Background: an optimization exercise with open tools, aiming at small area. Do not read the settings as production practice. In this exercise RTL edits were held to simulation tests only and were not proved equivalent to the original. Power figures rest on the tool's default switching activity, not on a simulated workload.

[run.sh]
#!/bin/bash
# synth_recipe.tcl (not shown) runs the flow's synth.tcl, then flattens the netlist and writes it again
# the make line also repeats each setting of config.mk as NAME=value (left out here)
make -C /OpenROAD-flow-scripts/flow DESIGN_CONFIG=/design/flow/config.mk WORK_HOME=/design/flow/orfs CLKGATE_MAP_FILE= SYNTH_SCRIPT=/design/flow/synth_recipe.tcl finish
[config.mk]
export PLATFORM = sky130hd
export DESIGN_NAME = regfile_sb
export DESIGN_NICKNAME = regfile_sb
export VERILOG_FILES = /design/flow/design.v
export SDC_FILE = /design/flow/constraint.sdc
export NUM_CORES = 4
export LEC_CHECK = 0
export CAP_MARGIN = 20
export CORE_MARGIN = 2
export CORE_UTILIZATION = 40
export SLEW_MARGIN = 20
export SYNTH_HIERARCHICAL = 1
export SYNTH_MINIMUM_KEEP_SIZE = 0
[constraint.sdc]
create_clock -name core_clock -period 10.0 [get_ports {clk}]
set_input_delay 2.0000 -clock core_clock [delete_from_list [all_inputs] [get_ports {clk}]]
set_output_delay 2.0000 -clock core_clock [all_outputs]
set_load 0.01 [all_outputs]
[design.v]
`default_nettype none
module regfile_sb #(
  parameter int WIDTH    = 32,
  parameter int DEPTH    = 32,
  parameter bit ZERO_REG = 1'b1,
  parameter bit BYPASS   = 1'b1,
  parameter int AW       = $clog2(DEPTH)
) (
  input  logic             clk,
  input  logic             rst,
  input  logic [AW-1:0]    rs1_addr,
  input  logic [AW-1:0]    rs2_addr,
  output logic [WIDTH-1:0] rs1_data,
  output logic [WIDTH-1:0] rs2_data,
  output logic             rs1_busy,
  output logic             rs2_busy,
  input  logic             wr_en,
  input  logic [AW-1:0]    wr_addr,
  input  logic [WIDTH-1:0] wr_data,
  input  logic             rsv_en,
  input  logic [AW-1:0]    rsv_addr,
  output logic             init_done,
  output logic [AW:0]      busy_cnt
);
  localparam int NREG = 32;
  logic             run_q;
  logic             ph_q;       
  logic [AW-1:0]    idx_q;
  logic [AW:0]      cnt_q;
  logic [NREG-1:1]  busy_q;
  logic [WIDTH-1:0] mem_q [NREG-1:1];
  function automatic logic [NREG-1:1] dec(input logic [AW-1:0] a);
    for (int i = 1; i < NREG; i++) dec[i] = (a == AW'(i));
  endfunction
  logic [NREG-1:1] wr_hit, rsv_hit, rs1_sel, rs2_sel;
  logic            rs1_nz, rs2_nz, byp1, byp2, wr_ok, rsv_ok;
  assign wr_hit  = dec(wr_addr)  & {(NREG-1){run_q & wr_en}};
  assign rsv_hit = dec(rsv_addr) & {(NREG-1){run_q & rsv_en}};
  assign wr_ok   = run_q & wr_en  & (wr_addr  != '0);
  assign rsv_ok  = run_q & rsv_en & (rsv_addr != '0);
  assign rs1_nz  = run_q & (rs1_addr != '0);
  assign rs2_nz  = run_q & (rs2_addr != '0);
  assign byp1    = wr_ok & (rs1_addr == wr_addr);
  assign byp2    = wr_ok & (rs2_addr == wr_addr);
  assign rs1_sel = dec(rs1_addr) & {(NREG-1){run_q & !byp1}};
  assign rs2_sel = dec(rs2_addr) & {(NREG-1){run_q & !byp2}};
  always_ff @(posedge clk) begin
    if (!rst) begin
      run_q <= 1'b0;
      idx_q <= '0;
    end else if (!run_q) begin
      idx_q <= idx_q + 1'b1;
      if (idx_q == AW'(DEPTH - 1)) run_q <= 1'b1;
    end
  end
  always_ff @(posedge clk) begin
    if (!rst) ph_q <= 1'b0;
    else      ph_q <= !ph_q;
  end
  logic [WIDTH-1:0] dcol;
  logic [NREG-1:1]  we, we_n;
  assign dcol = (wr_data & {WIDTH{run_q}}) ^ {WIDTH{ph_q}};
  assign we   = wr_hit | {(NREG-1){!run_q}};
  assign we_n = ~we;
  for (genvar i = 1; i < NREG; i++) begin : g_row
    logic [WIDTH-1:0] d;
    for (genvar b = 0; b < WIDTH; b++) begin : g_bit
      rf_o22ai u_d (.a1(dcol[b]), .a2(we_n[i]), .b1(mem_q[i][b]), .b2(we[i]), .y(d[b]));
    end
    always_ff @(posedge clk) mem_q[i] <= d;
  end
  always_ff @(posedge clk) begin
    if (!rst) busy_q <= '0;
    else      busy_q <= (busy_q & ~wr_hit) | rsv_hit;
  end
  logic busy_at_wr, busy_at_rsv, cnt_inc, cnt_dec;
  rf_rd31 u_bzw (.v(busy_q), .s(wr_hit),  .y(busy_at_wr));
  rf_rd31 u_bzr (.v(busy_q), .s(rsv_hit), .y(busy_at_rsv));
  assign cnt_inc = rsv_ok & !busy_at_rsv;
  assign cnt_dec = busy_at_wr & !(rsv_en & (rsv_addr == wr_addr));
  always_ff @(posedge clk) begin
    if (!rst) cnt_q <= '0;
    else if (cnt_inc && !cnt_dec) cnt_q <= cnt_q + 1'b1;
    else if (cnt_dec && !cnt_inc) cnt_q <= cnt_q - 1'b1;
  end
  logic             c1, c2;
  assign c1 = ph_q & rs1_nz;
  assign c2 = ph_q & rs2_nz;
  for (genvar b = 0; b < WIDTH; b++) begin : g_rd
    logic [31:0] v;
    for (genvar i = 1; i < NREG; i++) begin : g_v
      assign v[i-1] = mem_q[i][b];
    end
    assign v[31] = dcol[b];
    rf_rd32 u_rs1 (.v(v), .s({byp1, rs1_sel}), .c(c1), .y(rs1_data[b]));
    rf_rd32 u_rs2 (.v(v), .s({byp2, rs2_sel}), .c(c2), .y(rs2_data[b]));
  end
  rf_rd31 u_bz1 (.v(busy_q), .s(rs1_sel), .y(rs1_busy));
  rf_rd31 u_bz2 (.v(busy_q), .s(rs2_sel), .y(rs2_busy));
  assign init_done = run_q;
  assign busy_cnt  = cnt_q;
endmodule
module rf_rd32 (
  input  logic [31:0] v,
  input  logic [31:0] s,
  input  logic        c,
  output logic        y
);
  logic [9:0] n;
  logic [1:0] q;
  logic [2:0] p;
  for (genvar g = 0; g < 10; g++) begin : g_t
    rf_a222oi u (.a1(v[3*g]), .a2(s[3*g]), .b1(v[3*g+1]), .b2(s[3*g+1]),
                 .c1(v[3*g+2]), .c2(s[3*g+2]), .y(n[g]));
  end
  rf_nand2 u_q0 (.a(v[30]), .b(s[30]), .y(q[0]));
  rf_nand2 u_q1 (.a(v[31]), .b(s[31]), .y(q[1]));
  rf_nand4 u_p0 (.a(n[0]), .b(n[1]), .c(n[2]), .d(n[3]), .y(p[0]));
  rf_nand4 u_p1 (.a(n[4]), .b(n[5]), .c(n[6]), .d(n[7]), .y(p[1]));
  rf_nand4 u_p2 (.a(n[8]), .b(n[9]), .c(q[0]), .d(q[1]), .y(p[2]));
  logic       o;
  rf_or3   u_o  (.a(p[0]), .b(p[1]), .c(p[2]), .y(o));
  rf_xor2  u_y  (.a(o), .b(c), .y(y));
endmodule
module rf_rd31 (
  input  logic [31:1] v,
  input  logic [31:1] s,
  output logic        y
);
  logic [9:0] n;
  logic       q;
  logic [2:0] p;
  for (genvar g = 0; g < 10; g++) begin : g_t
    rf_a222oi u (.a1(v[3*g+1]), .a2(s[3*g+1]), .b1(v[3*g+2]), .b2(s[3*g+2]),
                 .c1(v[3*g+3]), .c2(s[3*g+3]), .y(n[g]));
  end
  rf_nand2 u_q  (.a(v[31]), .b(s[31]), .y(q));
  rf_nand4 u_p0 (.a(n[0]), .b(n[1]), .c(n[2]), .d(n[3]), .y(p[0]));
  rf_nand4 u_p1 (.a(n[4]), .b(n[5]), .c(n[6]), .d(n[7]), .y(p[1]));
  rf_nand3 u_p2 (.a(n[8]), .b(n[9]), .c(q), .y(p[2]));
  rf_or3   u_y  (.a(p[0]), .b(p[1]), .c(p[2]), .y(y));
endmodule
module rf_a222oi (
  input  logic a1, a2, b1, b2, c1, c2,
  output logic y
);
  assign y = ~((a1 & a2) | (b1 & b2) | (c1 & c2));
endmodule
module rf_o22ai (
  input  logic a1, a2, b1, b2,
  output logic y
);
  assign y = ~((a1 | a2) & (b1 | b2));
endmodule
module rf_nand2 (
  input  logic a, b,
  output logic y
);
  assign y = ~(a & b);
endmodule
module rf_nand3 (
  input  logic a, b, c,
  output logic y
);
  assign y = ~(a & b & c);
endmodule
module rf_nand4 (
  input  logic a, b, c, d,
  output logic y
);
  assign y = ~(a & b & c & d);
endmodule
module rf_or3 (
  input  logic a, b, c,
  output logic y
);
  assign y = a | b | c;
endmodule
module rf_xor2 (
  input  logic a, b,
  output logic y
);
  assign y = a ^ b;
endmodule
`default_nettype wire
==> flow_summary.yaml, run 1 <==
hold_path:
  hp-class: "flop to flop"
layout:
  fin_cells: 5439
  areaGrowthSynthToFinish_pct: 20.73
  seq_area_sq_um: 20750
  mostFrequentLayoutCells: "1034 x dfxtp_1, 992 x o22ai_1, 680 x a222oi_1"
  final_common_cell: "dfxtp_1"
  fillers: 9103
  drive_gt1_share_pct: 10.68
  nets: 4121
  multi_input_area_sq_um: 18910
clock_tree:
  clk_latency_ns: 0.70
  cts_tree: "done"
  cts_hold_buf: 0
  clk_pin_slew_ns: 0.06
  clockRootBuffer: "clkbuf_16"
  cts_resized: 0
  numCtsBuffers: 108
  htreeDepth: 3
  numClockSinks: 1036
  post-cts-setup-buffers: 0
  clock_path_buffers: 3
worst_setup_path:
  worstSetupPathType: "input pin to primary output"
  cp-start-kind: "input pin"
  crit_path_max_incr_delay_ns: 0.76
  slowest_stage: "clkdlybuf4s50_1"
  cp_common_cell: "clkdlybuf4s50_1"
  required_ns: 8.00
  cp_max_fo: 35
  critical_path_arrival_ns: 7.66
  crit_chain: "clkdlybuf4s50_1 -> or4_1 -> o211ai_2 -> nor4_2 -> buf_4 -> or3b_1 -> nor2_4 -> a222oi_1 -> nand4_1 -> or3_1 -> xor2_1 -> clkdlybuf4s50_1"
  endpoint_kind: "primary output"
synth:
  ys_ff_latch: 1036
  synth-xor-area-share_pct: 2.605
  synth_edf_count: 0
  synth_top_family_by_area: "compound AO/OA/AOI/OAI gates"
  netlist_instances: 3712
  synth_area_per_cell_sq_um: 10.60
  async_reset_ff_share_pct: 0
  synth_simple_gate_area_share_pct: 9.471
  synth.net_count: 3776
  synth.yosys.seq_area_share_pct: 52.73
  synth_flop_cell: "dfxtp_1"
  synthAdderAreaFrac_pct: 0.2736
  synth_warnings: 9
  synthMuxAreaShare_pct: 0.1018
  synth_compound_area_share_pct: 33.84
  post_synth_num_cell_types: 40
  syn_area_sq_um: 39330
run_status:
  outcome: "timing/DRC/antenna clean"
drt:
  vias: 42503
  drtPass1Iterations: 14
  drtIter0Drc: 11094
  drt-total-wl_mm: 197.8
  drc_errors: 0
  via_per_inst: 7.814
  drtAntennaViolNets: 0
  wl_per_cell_um: 36.36
floorplan:
  die_height_um: 317.6
  die_w_um: 317.6
  io_pins: 129
  core_sq_um: 97990
  initial_core_util_pct: 40.14
  dieArea_sq_um: 100900
  std_cell_rows: 115
sta:
  fin_crit_sh_pct: 96.59
  fmax_mhz: 103.5
  final.setup.worst_slack_ns: 0.3413
  slew_violations: 0
  fin_worst_skew_ns: 0.02735
  slew-limit-headroom_pct: 15.55
  tightest_slew_ns: 1.267
  hold_viol: 0
  fin_crit_ns: 9.659
  fin_setup_tns_ns: 0
  rsz0062_at_grt: "false"
  setup_viol: 0
  fin_hold_ws_ns: 0.4540
power:
  pwr-share-seq_pct: 50.7
  p_switching_uw: 2259
  p_int_uw: 6924
  pwr-share-clk_pct: 44.4
  combPwrFrac_pct: 4.9
  power.density_nw_per_um2: 193.4
  leakage_uw: 0.01776
  total_power_uw: 9183
  vdd_drop_max_v: 0.0001289
  switching_share_pct: 24.60
global_routing:
  grt_pass1_wl_mm: 277.6
  grtUsageTotal_pct: 36.99
  antenna_found_initial: 10
  gr-total-overflow: 0
  grt_max_degree: 67
  grt_pass1_vias: 38881
placement:
  routabilityCongestion: 0.9700
  placed_cells: 5231
  pre_cts_ws_ns: 0.7157
  io_buffers: 128
  hpwl_mm: 119.7
job:
  maxCapViolCount: 0
## layout make-up
| class | count | area share (%) |
|---|---|---|
| flip-flops and latches | 1036 | 43.69 |
| clock inverters | 41 | 0.7879 |
| well taps | 1287 | 3.391 |
| inverters | 63 | 0.4980 |
| diodes | 5 | 0.02635 |
| repair buffers | 274 | 5.049 |
| clock buffers | 159 | 6.738 |
| multi-input cells | 2574 | 39.82 |
## power by group through the flow
stage	logic, uW	registers, uW	clock network [uW]
after floorplan	263	4670	0
after global placement	413	4730	0
after detailed placement	425	4730	0
after global routing	465	4690	4250
after CTS	424	4640	4080
final	447	4660	4080
## per-layer routing
metal	share of wire (%)	track usage, %
met2	38	49.61
met1	36	47.50
met3	17	15.53
met4	8.5	25.99
met5	0.019	0
## path summary, 6_finish.rpt
check / start / end / slack (ns) / depth (start not counted)
hold / removal: mem_q[12][9] / mem_q[12][9] / 0.45 / 1
setup reg to reg: run_q / cnt_q[5] / 5.23 / 17
setup / recovery: wr_addr[2] / rs1_data[11] / 0.34 / 12
hold reg to reg: mem_q[12][9] / mem_q[12][9] / 0.45 / 1
## modules after synthesis (local to each module, per instance), excerpt
module     cell area [sq um]  flip-flops and latches  copies in the design  cells inside
rf_a222oi              10.01                       0                   680             1
rf_nand3               5.005                       0                     4             1
rf_nand4               6.256                       0                   200             1
rf_o22ai               6.256                       0                   992             1
rf_or3                 6.256                       0                    68             1
rf_xor2                8.758                       0                    64             1
## cell usage after synthesis (2+ instances only)
cell,n,share of area [%]
nand2b_1,6,0.095
or3b_1,2,0.045
nand3b_1,11,0.21
nand3_1,23,0.29
o22ai_1,992,16
nor3_1,36,0.46
buf_2,2,0.025
ha_1,7,0.22
inv_1,63,0.60
or3b_2,4,0.089
o21a_1,5,0.095
xor2_1,69,1.5
and2_1,15,0.24
dfxtp_1,1036,53
a21oi_1,24,0.31
nand4_1,202,3.2
nor2_1,75,0.72
and3_1,2,0.032
a21o_1,7,0.13
a222oi_1,680,17
xnor2_1,48,1.1
o21ai_0,4,0.051
nor4_1,4,0.064
buf_1,3,0.029
or3_1,70,1.1
clkbuf_1,34,0.32
nor2b_1,34,0.54
mux2i_1,4,0.10
nand2_1,237,2.3
a211o_1,3,0.067
## worst max-delay path: cells and delay by family
kind                      cells  cell delay, ns
and+or+nand+nor               6            2.71
buffers and inverters         3            1.97
AOI/OAI and AO/OA             2            0.58
xor gates and xnor gates      1            0.37
## sequential cells by signal, indices dropped and copies added (netlist names)
| signal | count |
|---|---|
| idx_q | 5 |
| run_q | 1 |
| busy_q | 31 |
| cnt_q | 6 |
| mem_q | 992 |
| ph_q | 1 |
## per-stage QoR
step | instance area (sq um) | util, %
3_3_place_gp | 43840 | 44.74
4_1_cts | 47420 | 48.39
5_1_grt | 47470 | 48.45
3_5_place_dp | 43840 | 44.74
6_report | 47480 | 48.46
2_1_floorplan | 39330 | -
## logic make-up after synthesis
family / count (synthesis)
AO/OA/AOI/OAI: 1719
XOR/XNOR: 117
adder cells (fa/ha/maj): 8
buffers and inverters: 102
flip-flops: 1036
multiplexers: 4
AND/OR/NAND/NOR: 726
==> run 2, diff against run 1 <==
--- a/design.v
+++ b/design.v
@@ -25,7 +25,7 @@
   localparam int NREG = 32;
   logic             run_q;
   logic             ph_q;       
-  logic [AW-1:0]    idx_q;
+  logic [AW-1:1]    idx_q;
   logic [AW:0]      cnt_q;
   logic [NREG-1:1]  busy_q;
   logic [WIDTH-1:0] mem_q [NREG-1:1];
@@ -44,13 +44,15 @@
   assign byp2    = wr_ok & (rs2_addr == wr_addr);
   assign rs1_sel = dec(rs1_addr) & {(NREG-1){run_q & !byp1}};
   assign rs2_sel = dec(rs2_addr) & {(NREG-1){run_q & !byp2}};
+  logic [AW-1:0] idx;
+  assign idx = {idx_q, ph_q};
   always_ff @(posedge clk) begin
     if (!rst) begin
       run_q <= 1'b0;
       idx_q <= '0;
     end else if (!run_q) begin
-      idx_q <= idx_q + 1'b1;
-      if (idx_q == AW'(DEPTH - 1)) run_q <= 1'b1;
+      if (ph_q) idx_q <= idx_q + 1'b1;
+      if (idx == AW'(DEPTH - 1)) run_q <= 1'b1;
     end
   end
   always_ff @(posedge clk) begin
@@ -59,7 +61,12 @@
   end
   logic [WIDTH-1:0] dcol;
   logic [NREG-1:1]  we, we_n;
-  assign dcol = (wr_data & {WIDTH{run_q}}) ^ {WIDTH{ph_q}};
+  logic dsel0_n, dsel1_n;
+  assign dsel0_n = !ph_q;
+  assign dsel1_n = !(ph_q ^ run_q);
+  for (genvar b = 0; b < WIDTH; b++) begin : g_dcol
+    rf_mux2i u_dc (.a0(dsel0_n), .a1(dsel1_n), .s(wr_data[b]), .y(dcol[b]));
+  end
   assign we   = wr_hit | {(NREG-1){!run_q}};
   assign we_n = ~we;
   for (genvar i = 1; i < NREG; i++) begin : g_row
@@ -176,6 +183,12 @@
 );
   assign y = a | b | c;
 endmodule
+module rf_mux2i (
+  input  logic a0, a1, s,
+  output logic y
+);
+  assign y = ~(s ? a1 : a0);
+endmodule
 module rf_xor2 (
   input  logic a, b,
   output logic y
--- a/config.mk
+++ b/config.mk
@@ -8,6 +8,9 @@
 export CAP_MARGIN = 20
 export CORE_MARGIN = 2
 export CORE_UTILIZATION = 40
+export CTS_BUF_LIST = sky130_fd_sc_hd__clkbuf_16
+export CTS_CLUSTER_DIAMETER = 100
+export CTS_CLUSTER_SIZE = 30
 export SLEW_MARGIN = 20
 export SYNTH_HIERARCHICAL = 1
 export SYNTH_MINIMUM_KEEP_SIZE = 0
==> flow_summary.yaml, run 2 <==
run_status:
  outcome: "timing/DRC/antenna clean"
global_routing:
  gr-total-overflow: 0
  grtUsageTotal_pct: 36.75
  grt_max_degree: 47
  grt_pass1_wl_mm: 276.8
  grt_pass1_vias: 37934
  antenna_found_initial: 13
worst_setup_path:
  crit_chain: "clkdlybuf4s50_1 -> xnor2_1 -> nand3_1 -> or4b_1 -> nand4b_4 -> nor2_4 -> buf_4 -> a222oi_1 -> nand4_1 -> or3_1 -> xor2_1 -> clkdlybuf4s50_1"
  critical_path_arrival_ns: 7.02
  crit_cells: 12
  worstSetupPathType: "input pin to primary output"
  r2r-end: "cnt_q[5]"
  r2r_slack_ns: 5.72
  endpoint_kind: "primary output"
  reg2reg_from: "run_q"
  crit_path_max_incr_delay_ns: 0.79
  crit_family: "simple AND/OR/NAND/NOR gates"
  cp_common_cell: "clkdlybuf4s50_1"
  cp_num_buf_inv: 3
  cp_max_fo: 22
  rr_worst_depth: 17
  cp-start-kind: "input pin"
  required_ns: 8.00
  crit_end: "rs2_data[20]"
  critical_path.startpoint: "rs2_addr[2]"
  slowest_stage: "clkdlybuf4s50_1"
job:
  maxCapViolCount: 0
placement:
  hpwl_mm: 122.6
  place_area_sq_um: 44160
  io_buffers: 128
  routabilityCongestion: 0.9721
  placed_cells: 5218
layout:
  top_regs: "mem_q x992, busy_q x31, cnt_q x6"
  largest_reg_flops: 992
  fin_cells: 5274
  top_register: "mem_q"
  utilization_pct: 46.40
  final_common_cell: "dfxtp_1"
  mostFrequentLayoutCells: "1034 x dfxtp_1, 992 x o22ai_1, 680 x a222oi_1"
  stdcell_area_sq_um: 45460
  drive_gt1_share_pct: 8.283
  areaGrowthSynthToFinish_pct: 15.55
  nets: 4042
floorplan:
  std_cell_rows: 115
  die_w_um: 317.6
  initial_core_util_pct: 40.15
  dieArea_sq_um: 100900
  core_sq_um: 97990
  die_height_um: 317.6
  io_pins: 129
clock_tree:
  clk_latency_ns: 0.66
  clk_pin_slew_ns: 0.09
  clock_path_buffers: 3
  htreeDepth: 2
  numClockSinks: 1035
  cts_tree: "done"
  cts_hold_buf: 0
  numCtsBuffers: 42
  post-cts-setup-buffers: 0
  clockRootBuffer: "clkbuf_16"
  cts_resized: 0
drt:
  drtPass1Iterations: 14
  wl_per_cell_um: 37.47
  drc_errors: 0
  drt-total-wl_mm: 197.6
  vias: 42104
  via_per_inst: 7.983
  drtIter0Drc: 11081
  drtAntennaViolNets: 0
synth:
  synth_commonest_cells: "1035 x dfxtp_1, 992 x o22ai_1, 680 x a222oi_1, 215 x nand2_1, 201 x nand4_1"
  post_synth_num_cell_types: 42
  yosys.area.top_type: "dfxtp_1"
  async_reset_ff_share_pct: 0
  syn_area_sq_um: 39340
  synth_top_area_share_pct: 52.67
  synthTopCellsByArea: "dfxtp_1 53%, a222oi_1 17%, o22ai_1 16%"
  synth.net_count: 3746
  synth_area_per_cell_sq_um: 10.69
  synth_flop_cell: "dfxtp_1"
  netlist_instances: 3682
  synth_edf_count: 0
  synth_most_common_cell: "dfxtp_1"
  synth.yosys.seq_area_share_pct: 52.67
  ys_ff_latch: 1035
  synth_warnings: 9
sta:
  fin_crit_sh_pct: 90.17
  fin_hold_ws_ns: 0.4664
  fin_worst_skew_ns: 0.03557
  tightest_slew_ns: 1.259
  fin_setup_tns_ns: 0
  fmax_mhz: 110.9
  slew_violations: 0
  rsz0062_at_grt: "false"
  slew-limit-headroom_pct: 16.04
  hold_viol: 0
  setup_viol: 0
  fin_crit_ns: 9.017
power:
  leakage_uw: 0.01659
  power.density_nw_per_um2: 168.6
  vdd_drop_max_v: 0.0001191
hold_path:
  hp-class: "flop to flop"
## run 2: where the power goes
| part | switching (uW) | total, uW | internal [uW] |
|---|---|---|---|
| clock | 1380 | 2210 | 828 |
| combinational | 361 | 609 | 248 |
| sequential | 324 | 4850 | 4520 |
## run 2: worst min path at each step
stage	from	slack [ns]	to	cells past startpoint
2_1_floorplan	mem_q[11][0]	0.42	mem_q[11][0]	1
3_3_place_gp	mem_q[14][25]	0.43	mem_q[14][25]	1
3_5_place_dp	mem_q[11][18]	0.44	mem_q[11][18]	1
4_1_cts	mem_q[28][28]	0.46	mem_q[28][28]	1
5_1_grt	mem_q[20][24]	0.47	mem_q[20][24]	1
6_report	mem_q[31][28]	0.47	mem_q[31][28]	1
## run 2: layout make-up
| cell class | instances | area [sq um] |
|---|---|---|
| clock inverters | 7 | 131.4 |
| repair buffers | 287 | 2535 |
| diodes | 3 | 7.507 |
| flip-flops and latches | 1035 | 20720 |
| well taps | 1287 | 1610 |
| fillers | 9123 | 52530 |
| multi-input cells | 2547 | 19140 |
| clock buffers | 43 | 1076 |
| inverters | 65 | 244.0 |
## run 2: worst register-to-register path, stage by stage (launching register included)
cell and delay, ns:
dfxtp_2 0.33, buf_4 0.31, nand2_1 0.25, nor2_1 0.13, nand3_1 0.23, nor2_1 0.06
a222oi_1 0.39, nand4_1 0.21, or3_1 0.42, nor3_1 0.25, ha_1 0.29, inv_1 0.15
ha_1 0.32, a211o_1 0.30, o211ai_1 0.13, nor3_1 0.08, a211o_1 0.24, mux2i_1 0.12
## run 2: logic make-up after synthesis
family / after synthesis / share of synthesized area [%]
AO/OA/AOI/OAI: 1718 / 33.88
adder cells (fa/ha/maj): 8 / 0.2735
buffers and inverters: 100 / 1.034
flip-flops: 1035 / 52.67
AND/OR/NAND/NOR: 701 / 9.366
multiplexers: 35 / 0.8905
XOR/XNOR: 85 / 1.892
## run 2: per-stage QoR
| step | setup WS [ns] | power (uW) |
|---|---|---|
| after floorplan | 2.192 | 5191 |
| after global placement | 1.198 | 5472 |
| after detailed placement | 1.205 | 5501 |
| after CTS | 1.188 | 7602 |
| after global routing | 0.9930 | 7864 |
| final | 0.9826 | 7665 |
## run 2: layer usage
| metal | vias to the layer above | global-route usage (%) | share of wire, % |
|---|---|---|---|
| met5 | - | 0.8511 | 0.066 |
| met4 | 4 | 24.00 | 7.7 |
| met3 | 656 | 12.65 | 16 |
| met2 | 3720 | 50.72 | 39 |
| met1 | 20649 | 48.36 | 37 |
| li1 | 17075 | - | - |
## run 2: Yosys stat by module (local to each module, per instance), excerpt
module | cells | flip-flops and latches | area [sq um] | times used
regfile_sb | 1510 | 1035 | 23260 | 1
rf_mux2i | 1 | 0 | 10.01 | 32
rf_nand2 | 1 | 0 | 3.754 | 132
rf_xor2 | 1 | 0 | 8.758 | 64
rf_a222oi | 1 | 0 | 10.01 | 680
rf_nand3 | 1 | 0 | 5.005 | 4
rf_nand4 | 1 | 0 | 6.256 | 200
rf_or3 | 1 | 0 | 6.256 | 68
rf_o22ai | 1 | 0 | 6.256 | 992
==> run 3, diff against run 2 <==
==> flow/run.sh (new file) <==
#!/bin/bash
# The standard layout (standard.sh, unchanged synthesis), with two changes:
# ports are buffered with the smallest buffer, and power recovery (which
# downsizes gates that have slack) runs after global routing.
set -euo pipefail
bash standard.sh "BUFFER_PORTS_ARGS=-buffer_cell sky130_fd_sc_hd__buf_1" RECOVER_POWER=100 finish > flow_make.log 2>&1
==> standard.sh (new file) <==
#!/bin/bash
# synth_recipe.tcl (not shown) runs the flow's synth.tcl, then flattens the netlist and writes it again
# the make line also repeats each setting of config.mk as NAME=value (left out here)
make -C /OpenROAD-flow-scripts/flow DESIGN_CONFIG=/design/flow/config.mk WORK_HOME=/design/flow/orfs CLKGATE_MAP_FILE= SYNTH_SCRIPT=/design/flow/synth_recipe.tcl "${@:-finish}"
removed: run.sh
==> flow_summary.yaml, run 3 <==
run_status:
  outcome: "finished with violations"
  so_faults: "capacitance limit, slew limit"
synth:
  synth_area_per_cell_sq_um: 10.69
  yosys.area.top_type: "dfxtp_1"
  async_reset_ff_share_pct: 0
  syn_area_sq_um: 39340
  synthTopCellsByArea: "dfxtp_1 53%, a222oi_1 17%, o22ai_1 16%"
  synth_flop_cell: "dfxtp_1"
  post_synth_num_cell_types: 42
  synth_warnings: 9
  synth_commonest_cells: "1035 x dfxtp_1, 992 x o22ai_1, 680 x a222oi_1, 215 x nand2_1, 201 x nand4_1"
  ys_ff_latch: 1035
  synth_edf_count: 0
  synth_most_common_cell: "dfxtp_1"
  synth.net_count: 3746
  synth.yosys.seq_area_share_pct: 52.67
  synth_top_area_share_pct: 52.67
  netlist_instances: 3682
placement:
  place_area_sq_um: 43140
  hpwl_mm: 116.3
  routabilityCongestion: 0.9264
  pre_cts_ws_ns: 2.082
  io_buffers: 128
global_routing:
  grt_pass1_vias: 38707
  grt_max_degree: 47
  grt_pass1_wl_mm: 277.1
  gr-total-overflow: 0
  antenna_found_initial: 13
  grtUsageTotal_pct: 36.74
layout:
  drive_gt1_share_pct: 6.203
  stdcell_area_sq_um: 44420
  mostFrequentLayoutCells: "1035 x dfxtp_1, 992 x o22ai_1, 680 x a222oi_1"
  top_register: "mem_q"
  largest_reg_flops: 992
  areaGrowthSynthToFinish_pct: 12.92
  fillers: 9407
  final_common_cell: "dfxtp_1"
  top_regs: "mem_q x992, busy_q x31, cnt_q x6"
  nets: 4023
drt:
  wl_per_cell_um: 37.50
  drtPass1Iterations: 14
  drc_errors: 0
  drt-total-wl_mm: 197.1
  vias: 42102
  via_per_inst: 8.012
  drtIter0Drc: 10329
  drtAntennaViolNets: 0
clock_tree:
  numClockSinks: 1035
  htreeDepth: 2
  clk_latency_ns: 0.66
  clk_pin_slew_ns: 0.10
  clock_path_buffers: 3
  post-cts-setup-buffers: 0
  cts_hold_buf: 0
  numCtsBuffers: 42
  cts_resized: 0
  cts_tree: "done"
  clockRootBuffer: "clkbuf_16"
floorplan:
  std_cell_rows: 115
  dieArea_sq_um: 100900
  initial_core_util_pct: 40.15
  io_pins: 129
  core_sq_um: 97990
  die_height_um: 317.6
  die_w_um: 317.6
sta:
  fin_crit_ns: 8.986
  fin_setup_tns_ns: 0
  slew_violations: 1623
  fin_hold_ws_ns: 0.4644
  slew-limit-headroom_pct: -97.73
  final.setup.worst_slack_ns: 1.014
  tightest_slew_ns: 2.966
  fin_worst_skew_ns: 0.04427
  fin_crit_sh_pct: 89.86
  setup_viol: 0
  fmax_mhz: 111.3
  hold_viol: 0
  rsz0062_at_grt: "false"
power:
  vdd_drop_max_v: 0.0001272
  power.density_nw_per_um2: 171.1
  total_power_uw: 7601
  leakage_uw: 0.01600
worst_setup_path:
  cp_max_fo: 46
  worstSetupPathType: "flop to primary output"
  required_ns: 8.00
  critical_path_arrival_ns: 6.99
  endpoint_kind: "primary output"
  cp-start-kind: "flop"
job:
  maxCapViolCount: 54
hold_path:
  hp-class: "flop to flop"
## run 3: logic make-up (layout without fill, tap and decap cells)
group,after synthesis,count (layout),synth area share (%)
AOI/OAI and AO/OA,1718,1718,33.88
xor gates and xnor gates,85,85,1.892
adders and majority gates,8,8,0.2735
buffers and inverters,100,384,1.034
DFF,1035,1035,52.67
muxes,35,35,0.8905
other,0,2,0
and+or+nand+nor,701,701,9.366
## run 3: modules after synthesis, one instance, submodules excluded, a selection
module	flip-flops and latches	cell area (sq um)
rf_nand2	0	3.754
rf_mux2i	0	10.01
regfile_sb	1035	23260
rf_nand3	0	5.005
rf_or3	0	6.256
rf_o22ai	0	6.256
## run 3: where the power goes
group | internal, uW | switching, uW
Clock | 805 | 1380
Combinational | 229 | 342
Sequential | 4530 | 319
Total | 5560 | 2040
## run 3: worst paths after layout
path / from / endpoint / cells after the start / slack (ns)
setup / recovery: run_q / rs1_data[29] / 8 / 1.01
hold / removal: mem_q[24][12] / mem_q[24][12] / 1 / 0.46
setup reg to reg: run_q / mem_q[15][15] / 9 / 1.71
hold reg to reg: mem_q[24][12] / mem_q[24][12] / 1 / 0.46
## run 3: critical path, cell delays in order, from the launching register on
cell and delay [ns]:
dfxtp_1 0.33, clkbuf_1 1.87, nand3_1 1.28, nor2_1 1.45
a222oi_1 0.39, nand4_1 0.32, or3_1 0.18, xor2_1 0.31
buf_1 0.20
## run 3: metrics by stage
step	utilization (%)	instances
after floorplan	-	3682
after global placement	44.02	5186
after detailed placement	44.02	5186
after CTS	45.23	5237
after global routing	45.33	5253
final	45.34	5255
## run 3: final cells by class
class | instances | area, sq um | share of cell area, %
sequential | 1035 | 20720 | 46.64
antenna | 2 | 5.005 | 0.01127
multi-input combinational | 2547 | 19090 | 42.97
clock buffer | 43 | 1076 | 2.422
inverter | 65 | 244.0 | 0.5492
timing repair buffer | 268 | 1574 | 3.543
tap | 1287 | 1610 | 3.625
clock inverter | 8 | 105.1 | 0.2366
## run 3: layer usage
layer / vias up / part of all wire (%) / track usage (%)
met5: - / 0.079 / 0
met2: 3830 / 39 / 50.08
met4: 8 / 8.1 / 25.92
li1: 17036 / - / -
met1: 20466 / 37 / 48.29
met3: 762 / 16 / 12.52
==> run 4, diff against run 3 <==
--- a/design.v
+++ b/design.v
@@ -32,9 +32,8 @@
   function automatic logic [NREG-1:1] dec(input logic [AW-1:0] a);
     for (int i = 1; i < NREG; i++) dec[i] = (a == AW'(i));
   endfunction
-  logic [NREG-1:1] wr_hit, rsv_hit, rs1_sel, rs2_sel;
+  logic [NREG-1:1] rsv_hit, rs1_sel_a, rs1_sel_b, rs2_sel_a, rs2_sel_b;
   logic            rs1_nz, rs2_nz, byp1, byp2, wr_ok, rsv_ok;
-  assign wr_hit  = dec(wr_addr)  & {(NREG-1){run_q & wr_en}};
   assign rsv_hit = dec(rsv_addr) & {(NREG-1){run_q & rsv_en}};
   assign wr_ok   = run_q & wr_en  & (wr_addr  != '0);
   assign rsv_ok  = run_q & rsv_en & (rsv_addr != '0);
@@ -42,8 +41,13 @@
   assign rs2_nz  = run_q & (rs2_addr != '0);
   assign byp1    = wr_ok & (rs1_addr == wr_addr);
   assign byp2    = wr_ok & (rs2_addr == wr_addr);
-  assign rs1_sel = dec(rs1_addr) & {(NREG-1){run_q & !byp1}};
-  assign rs2_sel = dec(rs2_addr) & {(NREG-1){run_q & !byp2}};
+  logic [NREG-1:1] rs1_sel_n, rs2_sel_n;
+  assign rs1_sel_n = ~(dec(rs1_addr) & {(NREG-1){run_q & !byp1}});
+  assign rs2_sel_n = ~(dec(rs2_addr) & {(NREG-1){run_q & !byp2}});
+  rf_inv #(NREG-1) u_s1a (.a(rs1_sel_n), .y(rs1_sel_a));
+  rf_inv #(NREG-1) u_s1b (.a(rs1_sel_n), .y(rs1_sel_b));
+  rf_inv #(NREG-1) u_s2a (.a(rs2_sel_n), .y(rs2_sel_a));
+  rf_inv #(NREG-1) u_s2b (.a(rs2_sel_n), .y(rs2_sel_b));
   logic [AW-1:0] idx;
   assign idx = {idx_q, ph_q};
   always_ff @(posedge clk) begin
@@ -59,32 +63,33 @@
     if (!rst) ph_q <= 1'b0;
     else      ph_q <= !ph_q;
   end
-  logic [WIDTH-1:0] dcol;
-  logic [NREG-1:1]  we, we_n;
-  logic dsel0_n, dsel1_n;
-  assign dsel0_n = !ph_q;
-  assign dsel1_n = !(ph_q ^ run_q);
-  for (genvar b = 0; b < WIDTH; b++) begin : g_dcol
-    rf_mux2i u_dc (.a0(dsel0_n), .a1(dsel1_n), .s(wr_data[b]), .y(dcol[b]));
-  end
-  assign we   = wr_hit | {(NREG-1){!run_q}};
-  assign we_n = ~we;
+  logic [WIDTH-1:0] dcol_a, dcol_b;   
+  logic [NREG-1:1]  we_a, we_b, we_n_a, we_n_b;   
+  logic [WIDTH-1:0] dcol_n;
+  logic [NREG-1:1]  we_raw;
+  assign dcol_n = ~((wr_data & {WIDTH{run_q}}) ^ {WIDTH{ph_q}});
+  rf_inv #(WIDTH) u_dca (.a(dcol_n), .y(dcol_a));
+  rf_inv #(WIDTH) u_dcb (.a(dcol_n), .y(dcol_b));
+  assign we_raw = (dec(wr_addr) & {(NREG-1){wr_en}}) | {(NREG-1){!run_q}};
+  rf_inv #(NREG-1) u_wea  (.a(~we_raw), .y(we_a));
+  rf_inv #(NREG-1) u_web  (.a(~we_raw), .y(we_b));
+  rf_inv #(NREG-1) u_wena (.a(we_raw),  .y(we_n_a));
+  rf_inv #(NREG-1) u_wenb (.a(we_raw),  .y(we_n_b));
   for (genvar i = 1; i < NREG; i++) begin : g_row
     logic [WIDTH-1:0] d;
     for (genvar b = 0; b < WIDTH; b++) begin : g_bit
-      rf_o22ai u_d (.a1(dcol[b]), .a2(we_n[i]), .b1(mem_q[i][b]), .b2(we[i]), .y(d[b]));
+      rf_o22ai u_d (.a1(i <= 16 ? dcol_a[b] : dcol_b[b]),
+                    .a2(b < 16 ? we_n_a[i] : we_n_b[i]), .b1(mem_q[i][b]),
+                    .b2(b < 16 ? we_a[i] : we_b[i]), .y(d[b]));
     end
     always_ff @(posedge clk) mem_q[i] <= d;
   end
-  always_ff @(posedge clk) begin
-    if (!rst) busy_q <= '0;
-    else      busy_q <= (busy_q & ~wr_hit) | rsv_hit;
-  end
+  always_ff @(posedge clk) busy_q <= (busy_q & we_n_b) | rsv_hit;
   logic busy_at_wr, busy_at_rsv, cnt_inc, cnt_dec;
-  rf_rd31 u_bzw (.v(busy_q), .s(wr_hit),  .y(busy_at_wr));
+  rf_rd31 u_bzw (.v(busy_q), .s(we_a),    .y(busy_at_wr));
   rf_rd31 u_bzr (.v(busy_q), .s(rsv_hit), .y(busy_at_rsv));
   assign cnt_inc = rsv_ok & !busy_at_rsv;
-  assign cnt_dec = busy_at_wr & !(rsv_en & (rsv_addr == wr_addr));
+  assign cnt_dec = run_q & busy_at_wr & !(rsv_en & (rsv_addr == wr_addr));
   always_ff @(posedge clk) begin
     if (!rst) cnt_q <= '0;
     else if (cnt_inc && !cnt_dec) cnt_q <= cnt_q + 1'b1;
@@ -98,12 +103,12 @@
     for (genvar i = 1; i < NREG; i++) begin : g_v
       assign v[i-1] = mem_q[i][b];
     end
-    assign v[31] = dcol[b];
-    rf_rd32 u_rs1 (.v(v), .s({byp1, rs1_sel}), .c(c1), .y(rs1_data[b]));
-    rf_rd32 u_rs2 (.v(v), .s({byp2, rs2_sel}), .c(c2), .y(rs2_data[b]));
-  end
-  rf_rd31 u_bz1 (.v(busy_q), .s(rs1_sel), .y(rs1_busy));
-  rf_rd31 u_bz2 (.v(busy_q), .s(rs2_sel), .y(rs2_busy));
+    assign v[31] = dcol_b[b];
+    rf_rd32 u_rs1 (.v(v), .s({byp1, b < 16 ? rs1_sel_a : rs1_sel_b}), .c(c1), .y(rs1_data[b]));
+    rf_rd32 u_rs2 (.v(v), .s({byp2, b < 16 ? rs2_sel_a : rs2_sel_b}), .c(c2), .y(rs2_data[b]));
+  end
+  rf_rd31 u_bz1 (.v(busy_q), .s(rs1_sel_b), .y(rs1_busy));
+  rf_rd31 u_bz2 (.v(busy_q), .s(rs2_sel_b), .y(rs2_busy));
   assign init_done = run_q;
   assign busy_cnt  = cnt_q;
 endmodule
@@ -183,11 +188,21 @@
 );
   assign y = a | b | c;
 endmodule
-module rf_mux2i (
-  input  logic a0, a1, s,
-  output logic y
-);
-  assign y = ~(s ? a1 : a0);
+module rf_inv #(
+  parameter int N = 1
+) (
+  input  logic [N-1:0] a,
+  output logic [N-1:0] y
+);
+  for (genvar k = 0; k < N; k++) begin : g_k
+    rf_inv1 u (.a(a[k]), .y(y[k]));
+  end
+endmodule
+module rf_inv1 (
+  input  logic a,
+  output logic y
+);
+  assign y = ~a;
 endmodule
 module rf_xor2 (
   input  logic a, b,
==> flow/run.sh (replaced) <==
#!/bin/bash
# The standard layout (standard.sh, unchanged synthesis), except that the
# ports are buffered with the smallest buffer cell instead of the default.
set -euo pipefail
bash standard.sh "BUFFER_PORTS_ARGS=-buffer_cell sky130_fd_sc_hd__buf_1" finish > flow_make.log 2>&1
--- a/config.mk
+++ b/config.mk
@@ -10,7 +10,7 @@
 export CORE_UTILIZATION = 40
 export CTS_BUF_LIST = sky130_fd_sc_hd__clkbuf_16
 export CTS_CLUSTER_DIAMETER = 100
-export CTS_CLUSTER_SIZE = 30
+export CTS_CLUSTER_SIZE = 25
 export SLEW_MARGIN = 20
 export SYNTH_HIERARCHICAL = 1
 export SYNTH_MINIMUM_KEEP_SIZE = 0
==> flow_summary.yaml, run 4 <==
clock_tree:
  numClockSinks: 1035
  cts_tree: "done"
  clk_pin_slew_ns: 0.10
  clk_latency_ns: 0.63
  clock_path_buffers: 3
  numCtsBuffers: 47
  cts_hold_buf: 0
  post-cts-setup-buffers: 0
  clockRootBuffer: "clkbuf_16"
  cts_resized: 0
  htreeDepth: 2
drt:
  vias: 40717
  drtAntennaViolNets: 0
  wl_per_cell_um: 31.61
  drt-total-wl_mm: 171.0
  via_per_inst: 7.526
  drtIter0Drc: 9486
  drtPass1Iterations: 15
  drc_errors: 0
synth:
  synth_area_per_cell_sq_um: 10.23
  synthMuxAreaShare_pct: 0.07470
  synthAdderAreaFrac_pct: 0.2365
  synth_flop_cell: "dfxtp_1"
  syn_area_sq_um: 40200
  synth_commonest_cells: "1035 x dfxtp_1, 992 x o22ai_1, 680 x a222oi_1, 345 x inv_1, 219 x nand2_1"
  synth-xor-area-share_pct: 2.549
  synth_top_area_share_pct: 51.54
  synthTopCellsByArea: "dfxtp_1 52%, a222oi_1 17%, o22ai_1 15%"
  synth_top_family_by_area: "compound AO/OA/AOI/OAI gates"
  synth_simple_gate_area_share_pct: 8.329
  synth_most_common_cell: "dfxtp_1"
  netlist_instances: 3929
  synth_warnings: 9
  synth.yosys.seq_area_share_pct: 51.54
  synth_compound_area_share_pct: 33.67
  post_synth_num_cell_types: 44
  ys_ff_latch: 1035
  async_reset_ff_share_pct: 0
  synth.net_count: 3992
  yosys.area.top_type: "dfxtp_1"
  synth_edf_count: 0
worst_setup_path:
  required_ns: 8.00
  worstSetupPathType: "input pin to primary output"
  crit_path_max_incr_delay_ns: 0.69
  reg2reg_from: "run_q"
  crit_family: "simple AND/OR/NAND/NOR gates"
  cp-start-kind: "input pin"
  cp_num_buf_inv: 3
  r2r-end: "cnt_q[4]"
  r2r_slack_ns: 4.78
  cp_common_cell: "buf_1"
  endpoint_kind: "primary output"
  crit_chain: "buf_1 -> o41ai_4 -> nor4_1 -> nand2_1 -> nand3_1 -> inv_1 -> a222oi_1 -> nand4_1 -> or3_1 -> xor2_1 -> buf_1"
  cp_max_fo: 31
  critical_path_arrival_ns: 6.69
  rr_worst_depth: 16
  slowest_stage: "buf_1"
placement:
  routabilityCongestion: 0.9830
  hpwl_mm: 118.2
  io_buffers: 128
floorplan:
  core_sq_um: 99860
  initial_core_util_pct: 40.26
  die_w_um: 321.0
  dieArea_sq_um: 103100
  std_cell_rows: 116
  io_pins: 129
  die_height_um: 321.0
global_routing:
  grt_max_degree: 74
  grt_pass1_vias: 36445
  antenna_found_initial: 10
  grtUsageTotal_pct: 31.24
  grt_pass1_wl_mm: 246.4
  gr-total-overflow: 0
layout:
  areaGrowthSynthToFinish_pct: 8.590
  top_regs: "mem_q x992, busy_q x31, cnt_q x6"
  largest_reg_flops: 992
  final_common_cell: "dfxtp_1"
  drive_gt1_share_pct: 2.194
  mostFrequentLayoutCells: "1033 x dfxtp_1, 992 x o22ai_1, 680 x a222oi_1"
  nets: 4164
  top_register: "mem_q"
power:
  leakage_uw: 0.01774
  switching_share_pct: 24.73
  vdd_drop_max_v: 0.0001234
  p_int_uw: 5460
  pwr-share-seq_pct: 64.3
  power.density_nw_per_um2: 166.2
  pwr-share-clk_pct: 30.5
  combPwrFrac_pct: 5.2
  total_power_uw: 7253
  p_switching_uw: 1794
sta:
  fin_crit_ns: 8.687
  setup_viol: 0
  rsz0062_at_grt: "false"
  fmax_mhz: 115.1
  fin_setup_tns_ns: 0
  tightest_slew_ns: 1.156
  slew-limit-headroom_pct: 22.95
  fin_worst_skew_ns: 0.01399
  fin_crit_sh_pct: 86.87
  hold_viol: 0
  slew_violations: 0
job:
  maxCapViolCount: 0
hold_path:
  hp-class: "flop to flop"
  hold_depth: 1
  min_from: "ph_q"
  worstHoldEndpoint: "ph_q"
run_status:
  outcome: "timing/DRC/antenna clean"
## run 4: cell types whose count changed after synthesis, sizes merged, moves of 7 or more
cell	previous run	this run
o21ai	4	34
nor2b	30	7
a21o	9	34
mux2i	35	3
inv	65	345
a21oi	11	4
xor2	70	108
and2	20	8
nand3	14	44
nor2	108	43
nor3	9	17
a22oi	11	0
## run 4: cell type report
cell class,instances,area (sq um)
fillers,9837,56200
flip-flops and latches,1035,20720
multi-input cells,2517,18060
well taps,1298,1624
inverters,345,1295
clock buffers,49,1226
repair buffers,155,683.2
diodes,9,22.52
clock inverters,2,20.02
## run 4: layer usage
metal	global-route usage, %	up-vias	routed length, um
met1	44.30	19944	68280
met5	0	-	28
met4	17.48	4	11530
met2	44.99	2976	71210
met3	4.987	473	19970
li1	-	17320	-
## run 4: how the worst max path moves through the flow
stage                           from            to  depth (start not counted)  slack (ns)
after floorplan           wr_addr[1]  rs1_data[16]                         12        2.89
after global placement    wr_addr[4]  rs2_data[19]                         11        1.64
after detailed placement  wr_addr[4]  rs2_data[21]                         11        1.61
after CTS                 wr_addr[4]  rs2_data[21]                         11        1.61
after global routing      wr_addr[4]  rs2_data[21]                         11        1.30
final                     wr_addr[4]  rs2_data[21]                         11        1.31
## run 4: power groups by stage
stage               combinational (uW)  clock [uW]  sequential (uW)
floorplan                          265           0             4680
global placement                   359           0             4740
detailed placement                 372           0             4740
CTS                                371        2240             4650
global route                       410        2380             4700
finish                             380        2210             4660
## run 4: per-stage QoR
step | setup WS (ns) | util (%) | area, sq um | std cells | hold WS [ns]
after detailed placement | 1.606 | 42.45 | 42380 | 5350 | 0.3863
after global placement | 1.645 | 42.44 | 42380 | 5350 | 0.3837
final | 1.313 | 43.72 | 43650 | 5410 | 0.3989
after global routing | 1.305 | 43.69 | 43630 | 5401 | 0.4243
after CTS | 1.609 | 43.69 | 43630 | 5401 | 0.4013
after floorplan | 2.887 | - | 40200 | 3929 | 0.4227
## run 4: cell families after synthesis
| family | after synthesis |
|---|---|
| xor+xnor | 117 |
| compound gates | 1751 |
| flops | 1035 |
| mux | 3 |
| buf+inv | 377 |
| simple gates | 639 |
| fa+ha+maj | 7 |
## run 4: per-module statistics from Yosys, one instance, submodules excluded, a selection
| module | cells | area (sq um) | flip-flops and latches | times used |
|---|---|---|---|---|
| rf_a222oi | 1 | 10.01 | 0 | 680 |
| rf_nand4 | 1 | 6.256 | 0 | 200 |
| regfile_sb | 1477 | 23260 | 1035 | 1 |
| rf_xor2 | 1 | 8.758 | 0 | 64 |
| rf_nand2 | 1 | 3.754 | 0 | 132 |
| rf_or3 | 1 | 6.256 | 0 | 68 |
| rf_inv1 | 1 | 3.754 | 0 | 312 |
| rf_o22ai | 1 | 6.256 | 0 | 992 |
| rf_nand3 | 1 | 5.005 | 0 | 4 |
==> run 5, diff against run 4 <==
--- a/design.v
+++ b/design.v
@@ -42,8 +42,8 @@
   assign byp1    = wr_ok & (rs1_addr == wr_addr);
   assign byp2    = wr_ok & (rs2_addr == wr_addr);
   logic [NREG-1:1] rs1_sel_n, rs2_sel_n;
-  assign rs1_sel_n = ~(dec(rs1_addr) & {(NREG-1){run_q & !byp1}});
-  assign rs2_sel_n = ~(dec(rs2_addr) & {(NREG-1){run_q & !byp2}});
+  assign rs1_sel_n = ~(dec(rs1_addr) & {(NREG-1){run_q}});
+  assign rs2_sel_n = ~(dec(rs2_addr) & {(NREG-1){run_q}});
   rf_inv #(NREG-1) u_s1a (.a(rs1_sel_n), .y(rs1_sel_a));
   rf_inv #(NREG-1) u_s1b (.a(rs1_sel_n), .y(rs1_sel_b));
   rf_inv #(NREG-1) u_s2a (.a(rs2_sel_n), .y(rs2_sel_a));
@@ -75,8 +75,10 @@
   rf_inv #(NREG-1) u_web  (.a(~we_raw), .y(we_b));
   rf_inv #(NREG-1) u_wena (.a(we_raw),  .y(we_n_a));
   rf_inv #(NREG-1) u_wenb (.a(we_raw),  .y(we_n_b));
+  logic [WIDTH-1:0] nxt [NREG-1:1];
   for (genvar i = 1; i < NREG; i++) begin : g_row
     logic [WIDTH-1:0] d;
+    assign nxt[i] = d;
     for (genvar b = 0; b < WIDTH; b++) begin : g_bit
       rf_o22ai u_d (.a1(i <= 16 ? dcol_a[b] : dcol_b[b]),
                     .a2(b < 16 ? we_n_a[i] : we_n_b[i]), .b1(mem_q[i][b]),
@@ -96,43 +98,33 @@
     else if (cnt_dec && !cnt_inc) cnt_q <= cnt_q - 1'b1;
   end
   logic             c1, c2;
-  assign c1 = ph_q & rs1_nz;
-  assign c2 = ph_q & rs2_nz;
+  assign c1 = !ph_q & rs1_nz;
+  assign c2 = !ph_q & rs2_nz;
   for (genvar b = 0; b < WIDTH; b++) begin : g_rd
-    logic [31:0] v;
+    logic [31:1] v;
     for (genvar i = 1; i < NREG; i++) begin : g_v
-      assign v[i-1] = mem_q[i][b];
+      assign v[i] = nxt[i][b];
     end
-    assign v[31] = dcol_b[b];
-    rf_rd32 u_rs1 (.v(v), .s({byp1, b < 16 ? rs1_sel_a : rs1_sel_b}), .c(c1), .y(rs1_data[b]));
-    rf_rd32 u_rs2 (.v(v), .s({byp2, b < 16 ? rs2_sel_a : rs2_sel_b}), .c(c2), .y(rs2_data[b]));
-  end
-  rf_rd31 u_bz1 (.v(busy_q), .s(rs1_sel_b), .y(rs1_busy));
-  rf_rd31 u_bz2 (.v(busy_q), .s(rs2_sel_b), .y(rs2_busy));
+    rf_rd31x u_rs1 (.v(v), .s(b < 16 ? rs1_sel_a : rs1_sel_b), .c(c1), .y(rs1_data[b]));
+    rf_rd31x u_rs2 (.v(v), .s(b < 16 ? rs2_sel_a : rs2_sel_b), .c(c2), .y(rs2_data[b]));
+  end
+  logic bz1, bz2;
+  rf_rd31 u_bz1 (.v(busy_q), .s(rs1_sel_b), .y(bz1));
+  rf_rd31 u_bz2 (.v(busy_q), .s(rs2_sel_b), .y(bz2));
+  assign rs1_busy = bz1 & !byp1;
+  assign rs2_busy = bz2 & !byp2;
   assign init_done = run_q;
   assign busy_cnt  = cnt_q;
 endmodule
-module rf_rd32 (
-  input  logic [31:0] v,
-  input  logic [31:0] s,
+module rf_rd31x (
+  input  logic [31:1] v,
+  input  logic [31:1] s,
   input  logic        c,
   output logic        y
 );
-  logic [9:0] n;
-  logic [1:0] q;
-  logic [2:0] p;
-  for (genvar g = 0; g < 10; g++) begin : g_t
-    rf_a222oi u (.a1(v[3*g]), .a2(s[3*g]), .b1(v[3*g+1]), .b2(s[3*g+1]),
-                 .c1(v[3*g+2]), .c2(s[3*g+2]), .y(n[g]));
-  end
-  rf_nand2 u_q0 (.a(v[30]), .b(s[30]), .y(q[0]));
-  rf_nand2 u_q1 (.a(v[31]), .b(s[31]), .y(q[1]));
-  rf_nand4 u_p0 (.a(n[0]), .b(n[1]), .c(n[2]), .d(n[3]), .y(p[0]));
-  rf_nand4 u_p1 (.a(n[4]), .b(n[5]), .c(n[6]), .d(n[7]), .y(p[1]));
-  rf_nand4 u_p2 (.a(n[8]), .b(n[9]), .c(q[0]), .d(q[1]), .y(p[2]));
-  logic       o;
-  rf_or3   u_o  (.a(p[0]), .b(p[1]), .c(p[2]), .y(o));
-  rf_xor2  u_y  (.a(o), .b(c), .y(y));
+  logic o;
+  rf_rd31 u_t (.v(v), .s(s), .y(o));
+  rf_xor2 u_y (.a(o), .b(c), .y(y));
 endmodule
 module rf_rd31 (
   input  logic [31:1] v,
==> flow_summary.yaml, run 5 <==
placement:
  routabilityCongestion: 0.9858
  hpwl_mm: 114.8
  io_buffers: 128
  placed_cells: 5250
synth:
  synth_most_common_cell: "dfxtp_1"
  ys_ff_latch: 1035
  synth_commonest_cells: "1035 x dfxtp_1, 992 x o22ai_1, 680 x a222oi_1, 345 x inv_1, 179 x nand2_1"
  synth_warnings: 11
  netlist_instances: 3860
  synth.yosys.seq_area_share_pct: 52.06
  async_reset_ff_share_pct: 0
  synth.net_count: 3923
  synth_top_area_share_pct: 52.06
  synth_flop_cell: "dfxtp_1"
  synth_edf_count: 0
  synthTopCellsByArea: "dfxtp_1 52%, a222oi_1 17%, o22ai_1 16%"
  synth_area_per_cell_sq_um: 10.31
  yosys.area.top_type: "dfxtp_1"
  syn_area_sq_um: 39800
  post_synth_num_cell_types: 46
layout:
  areaGrowthSynthToFinish_pct: 8.268
  mostFrequentLayoutCells: "1033 x dfxtp_1, 992 x o22ai_1, 680 x a222oi_1"
  drive_gt1_share_pct: 1.892
  top_register: "mem_q"
  final_common_cell: "dfxtp_1"
  utilization_pct: 43.72
  fin_cells: 5314
  top_regs: "mem_q x992, busy_q x31, cnt_q x6"
  nets: 4075
  largest_reg_flops: 992
clock_tree:
  clockRootBuffer: "clkbuf_16"
  numCtsBuffers: 47
  clk_latency_ns: 0.66
  clock_path_buffers: 3
  htreeDepth: 2
  cts_tree: "done"
  cts_resized: 0
  cts_hold_buf: 0
  post-cts-setup-buffers: 0
  numClockSinks: 1035
  clk_pin_slew_ns: 0.10
hold_path:
  hp-class: "flop to flop"
  hold_depth: 1
drt:
  drtPass1Iterations: 20
  drc_errors: 0
  wl_per_cell_um: 31.42
  via_per_inst: 7.388
  drtAntennaViolNets: 0
  drtIter0Drc: 8892
  vias: 39260
  drt-total-wl_mm: 167.0
floorplan:
  die_height_um: 319.4
  dieArea_sq_um: 102000
  std_cell_rows: 115
  io_pins: 129
  core_sq_um: 98560
  die_w_um: 319.4
  initial_core_util_pct: 40.38
global_routing:
  grt_max_degree: 58
  gr-total-overflow: 0
  grt_pass1_wl_mm: 241.5
  grtUsageTotal_pct: 30.71
  antenna_found_initial: 20
  grt_pass1_vias: 35842
sta:
  tightest_slew_ns: 1.001
  fin_crit_sh_pct: 83.11
  hold_viol: 0
  slew_violations: 0
  fin_crit_ns: 8.311
  fmax_mhz: 120.3
  rsz0062_at_grt: "false"
  slew-limit-headroom_pct: 32.53
  fin_worst_skew_ns: 0.03364
  setup_viol: 0
  fin_setup_tns_ns: 0
power:
  power.density_nw_per_um2: 167.8
  vdd_drop_max_v: 0.0001153
  leakage_uw: 0.01761
worst_setup_path:
  worstSetupPathType: "input pin to primary output"
  cp_max_fo: 17
  cp-start-kind: "input pin"
  endpoint_kind: "primary output"
  rr_worst_depth: 15
  required_ns: 8.00
  critical_path_arrival_ns: 6.31
job:
  maxCapViolCount: 0
run_status:
  outcome: "timing/DRC/antenna clean"
run 5: changes by cell type after synthesis, sizes merged, moves of 6 or more:
cell    before  now
nor2        43   51
clkbuf      18    4
nor3b        6    0
nand3       44   80
nand2b      10   18
nand2      219  179
nand4      203  139
buf         14   26
run 5: cell families (layout without fill, tap and decap cells):
group,after synthesis,after routing,share of synthesized area (%)
AO/OA/AOI/OAI,1751,1751,33.98
XOR/XNOR,117,117,2.575
adder cells (fa/ha/maj),7,7,0.2389
buffers and inverters,376,533,3.618
flip-flops,1035,1035,52.06
multiplexers,2,2,0.05030
other,0,10,0
AND/OR/NAND/NOR,572,572,7.473
run 5: final cells by class:
cell class	count	area, sq um
fillers	9558	55470
flip-flops and latches	1035	20720
multi-input cells	2449	17660
well taps	1287	1610
inverters	346	1299
clock buffers	49	1226
repair buffers	133	518.0
clock inverters	5	27.53
diodes	10	25.02
run 5: worst paths after layout:
path	from	to	slack [ns]
worst max-delay path	wr_addr[0]	rs1_data[2]	1.69
worst min-delay path	mem_q[29][22]	mem_q[29][22]	0.45
worst max register to register	run_q	cnt_q[5]	4.67
worst min register to register	mem_q[29][22]	mem_q[29][22]	0.45
run 5: Yosys stat by module, one instance, submodules excluded, a selection:
module | flip-flops and latches | cell area [sq um]
regfile_sb | 1035 | 23180
rf_a222oi | 0 | 10.01
rf_inv1 | 0 | 3.754
rf_nand2 | 0 | 3.754
rf_nand3 | 0 | 5.005
rf_nand4 | 0 | 6.256
rf_o22ai | 0 | 6.256
rf_or3 | 0 | 6.256
rf_xor2 | 0 | 8.758
run 5: where the power goes:
group | internal (uW) | total (uW) | switching, uW
Sequential | 4410 | 4490 | 76.6
Clock | 882 | 2230 | 1340
Combinational | 152 | 511 | 359
run 5: critical path, cell delays in order:
cell and delay, ns:
buf_1 0.43, nand4b_1 0.26, o21ai_0 0.85, inv_1 0.15, inv_1 0.65, o22ai_1 0.26
a222oi_1 0.41, nand3_1 0.25, or3_1 0.39, xor2_1 0.44, buf_1 0.21
run 5: per-stage QoR:
stage | hold slack (ns) | power, uW | area, sq um | worst slack (ns)
after floorplan | 0.4237 | 4930 | 39800 | 3.457
after global placement | 0.4312 | 5059 | 41810 | 2.106
after detailed placement | 0.4410 | 5080 | 41810 | 2.093
after CTS | 0.4551 | 7228 | 43070 | 2.052
after global routing | 0.4640 | 7450 | 43070 | 1.654
final | 0.4540 | 7229 | 43090 | 1.689
run 5: metal layers:
metal,routed length (um),GRT usage (%)
met1,66450,42.42
met2,69470,44.18
met3,19420,6.218
met4,11480,18.20
met5,136,0
==> run 6, diff against run 5 <==
--- a/design.v
+++ b/design.v
@@ -132,8 +132,8 @@
   output logic        y
 );
   logic [9:0] n;
-  logic       q;
-  logic [2:0] p;
+  logic [1:0] p;
+  logic       q, m;
   for (genvar g = 0; g < 10; g++) begin : g_t
     rf_a222oi u (.a1(v[3*g+1]), .a2(s[3*g+1]), .b1(v[3*g+2]), .b2(s[3*g+2]),
                  .c1(v[3*g+3]), .c2(s[3*g+3]), .y(n[g]));
@@ -141,8 +141,8 @@
   rf_nand2 u_q  (.a(v[31]), .b(s[31]), .y(q));
   rf_nand4 u_p0 (.a(n[0]), .b(n[1]), .c(n[2]), .d(n[3]), .y(p[0]));
   rf_nand4 u_p1 (.a(n[4]), .b(n[5]), .c(n[6]), .d(n[7]), .y(p[1]));
-  rf_nand3 u_p2 (.a(n[8]), .b(n[9]), .c(q), .y(p[2]));
-  rf_or3   u_y  (.a(p[0]), .b(p[1]), .c(p[2]), .y(y));
+  rf_nor2  u_m  (.a(p[0]), .b(p[1]), .y(m));
+  rf_nand4 u_y  (.a(m), .b(n[8]), .c(n[9]), .d(q), .y(y));
 endmodule
 module rf_a222oi (
   input  logic a1, a2, b1, b2, c1, c2,
@@ -162,6 +162,12 @@
 );
   assign y = ~(a & b);
 endmodule
+module rf_nor2 (
+  input  logic a, b,
+  output logic y
+);
+  assign y = ~(a | b);
+endmodule
 module rf_nand3 (
   input  logic a, b, c,
   output logic y
@@ -173,12 +179,6 @@
   output logic y
 );
   assign y = ~(a & b & c & d);
-endmodule
-module rf_or3 (
-  input  logic a, b, c,
-  output logic y
-);
-  assign y = a | b | c;
 endmodule
 module rf_inv #(
   parameter int N = 1
==> flow_summary.yaml, run 6 <==
run_status:
  outcome: "timing/DRC/antenna clean"
drt:
  drtAntennaViolNets: 0
  via_per_inst: 7.376
  drt-total-wl_mm: 166.4
  drtPass1Iterations: 17
  wl_per_cell_um: 31.37
  vias: 39121
  drtIter0Drc: 10070
  drc_errors: 0
global_routing:
  gr-total-overflow: 0
  grt_pass1_vias: 35119
  antenna_found_initial: 7
  grt_max_degree: 62
  grtUsageTotal_pct: 30.73
  grt_pass1_wl_mm: 241.9
floorplan:
  die_w_um: 319.1
  die_height_um: 319.1
  std_cell_rows: 115
  core_sq_um: 98420
  io_pins: 129
  initial_core_util_pct: 40.35
  dieArea_sq_um: 101800
worst_setup_path:
  critical_path_arrival_ns: 6.28
  reg2reg_from: "run_q"
  r2r-end: "cnt_q[5]"
  r2r_slack_ns: 4.46
  cp_max_fo: 17
  required_ns: 8.00
  cp_num_buf_inv: 4
  crit_cells: 13
  worstSetupPathType: "input pin to primary output"
  slowest_stage: "inv_1"
  crit_family: "simple AND/OR/NAND/NOR gates"
  rr_worst_depth: 16
  crit_chain: "buf_1 -> nor2b_1 -> nand3_1 -> o21ai_1 -> inv_1 -> inv_1 -> o22ai_1 -> a222oi_1 -> nand4_1 -> nor2_1 -> nand4_1 -> xor2_1 -> buf_1"
  crit_path_max_incr_delay_ns: 0.66
  cp-start-kind: "input pin"
  endpoint_kind: "primary output"
synth:
  synth_edf_count: 0
  yosys.area.top_type: "dfxtp_1"
  synthMuxAreaShare_pct: 0.05041
  synth.net_count: 3923
  synth_flop_cell: "dfxtp_1"
  synth_area_per_cell_sq_um: 10.29
  syn_area_sq_um: 39710
  synth_warnings: 11
  synthTopCellsByArea: "dfxtp_1 52%, a222oi_1 17%, o22ai_1 16%"
  synth_commonest_cells: "1035 x dfxtp_1, 992 x o22ai_1, 680 x a222oi_1, 345 x inv_1, 207 x nand4_1"
  synth_compound_area_share_pct: 34.06
  post_synth_num_cell_types: 46
  synth_simple_gate_area_share_pct: 7.275
  synth_top_family_by_area: "compound AO/OA/AOI/OAI gates"
  synthAdderAreaFrac_pct: 0.2394
  ys_ff_latch: 1035
  synth.yosys.seq_area_share_pct: 52.17
  synth_top_area_share_pct: 52.17
  async_reset_ff_share_pct: 0
  netlist_instances: 3860
  synth_most_common_cell: "dfxtp_1"
  synth-xor-area-share_pct: 2.580
clock_tree:
  cts_tree: "done"
  numClockSinks: 1035
  clk_pin_slew_ns: 0.09
  post-cts-setup-buffers: 0
  clk_latency_ns: 0.66
  clock_path_buffers: 3
  clockRootBuffer: "clkbuf_16"
  cts_resized: 0
  cts_hold_buf: 0
  htreeDepth: 2
  numCtsBuffers: 47
hold_path:
  hold_depth: 1
  min_from: "mem_q[2][30]"
  hp-class: "flop to flop"
  worstHoldEndpoint: "mem_q[2][30]"
placement:
  io_buffers: 128
  routabilityCongestion: 1.004
  hpwl_mm: 115.5
layout:
  top_register: "mem_q"
  areaGrowthSynthToFinish_pct: 8.261
  largest_reg_flops: 992
  nets: 4078
  utilization_pct: 43.69
  drive_gt1_share_pct: 1.942
  top_regs: "mem_q x992, busy_q x31, cnt_q x6"
  final_common_cell: "dfxtp_1"
  mostFrequentLayoutCells: "1033 x dfxtp_1, 992 x o22ai_1, 680 x a222oi_1"
sta:
  fin_hold_ws_ns: 0.4523
  fmax_mhz: 120.8
  rsz0062_at_grt: "false"
  slew-limit-headroom_pct: 26.99
  fin_crit_ns: 8.275
  setup_viol: 0
  fin_setup_tns_ns: 0
  fin_crit_sh_pct: 82.75
  fin_worst_skew_ns: 0.03682
  slew_violations: 0
  hold_viol: 0
  tightest_slew_ns: 1.093
power:
  leakage_uw: 0.01717
  vdd_drop_max_v: 0.0001390
  power.density_nw_per_um2: 168.3
job:
  maxCapViolCount: 0
run 6: changes by cell type after synthesis:
cell and change:
nand3_1 -68, nand4_1 +68, nor2_1 +68, or3_1 -68
run 6: power by group:
group	leakage [uW]	internal (uW)	switching, uW
combinational	0.00788	152	371
clock	0.000605	877	1350
sequential	0.00869	4410	76.5
run 6: layer usage:
| layer | global-route usage, % | vias up | part of all wire, % |
|---|---|---|---|
| met4 | 6.048 | 10 | 2.0 |
| met3 | 10.84 | 228 | 15 |
| met5 | 0.9456 | - | 0.12 |
| met2 | 43.64 | 2775 | 41 |
| li1 | - | 16907 | - |
| met1 | 44.54 | 19201 | 42 |
run 6: per-stage QoR:
| step | power [uW] | cell area [sq um] | worst slack [ns] | instances |
|---|---|---|---|---|
| after floorplan | 4930 | 39710 | 3.457 | 3860 |
| after global placement | 5064 | 41760 | 2.142 | 5253 |
| after detailed placement | 5084 | 41760 | 2.054 | 5253 |
| after CTS | 7214 | 42990 | 2.046 | 5303 |
| after global routing | 7458 | 42990 | 1.633 | 5303 |
| final | 7236 | 43000 | 1.725 | 5304 |
run 6: area by class of cell:
type	count	area, sq um
timing repair buffer	136	553.0
multi-input combinational	2449	17580
inverter	346	1299
clock buffer	47	1176
tap	1287	1610
clock inverter	3	55.05
sequential	1035	20720
antenna	1	2.502
fill	9545	55420
run 6: worst max-delay path by stage:
stage                      from           end  slack, ns
floorplan           rs1_addr[0]   rs1_data[0]       3.46
global route         wr_addr[2]   rs1_data[0]       1.63
finish                    wr_en   rs2_data[7]       1.72
CTS                  wr_addr[3]   rs2_data[7]       2.05
global placement     wr_addr[0]  rs1_data[27]       2.14
detailed placement   wr_addr[3]   rs2_data[7]       2.05
run 6: per-module statistics from Yosys, one instance, submodules excluded, a selection:
| module | copies in the design | cells inside | cell area (sq um) |
|---|---|---|---|
| rf_a222oi | 680 | 1 | 10.01 |
| rf_nor2 | 68 | 1 | 3.754 |
| rf_inv1 | 312 | 1 | 3.754 |
| regfile_sb | 1 | 1472 | 23180 |
| rf_nand2 | 68 | 1 | 3.754 |
| rf_xor2 | 64 | 1 | 8.758 |
| rf_o22ai | 992 | 1 | 6.256 |
| rf_nand4 | 204 | 1 | 6.256 |
run 6: logic make-up (layout without fill, tap and decap cells):
group	count (synthesis)	after routing
buffers and inverters	376	532
xor gates and xnor gates	117	117
and+or+nand+nor	572	572
AOI/OAI and AO/OA	1751	1751
DFF	1035	1035
adders and majority gates	7	7
muxes	2	2
other	0	1

## re-timing with driven ports
How much do the figures lean on ideal ports? The routed layouts below were timed once more, with nothing changed but the port constraints. Step 1 sets driving cells, clkbuf_16 on the clock port and buf_2 on the other inputs (assumed; they add their load-dependent delay and slew). Step 2, shift: input delay + t, output delay - t, t = (earliest + latest rising clock arrival at the registers) / 2. This alone moves slack from input paths to output paths. a / b / c = ideal ports / drivers / drivers and shift; a / b = the first two.
run | t (ns) | slack for setup (ns) | worst slew at a driven data input, ns
run 1 | 0.752 | 0.341 / 0.317 / 0.317 | 0.07
run 2 | 0.714 | 0.983 / 0.953 / 0.953 | 0.07
run 3 | 0.708 | 1.014 / 0.942 / 1.259 | 0.06
run 4 | 0.699 | 1.313 / 1.284 / 1.284 | 0.17
run 5 | 0.709 | 1.689 / 1.536 / 1.536 | 0.17
run 6 | 0.705 | 1.725 / 1.603 / 1.603 | 0.19
For run 5, which loses most, drivers alone change the setup slack by -0.153 ns; drivers and shift together by -0.153 ns.
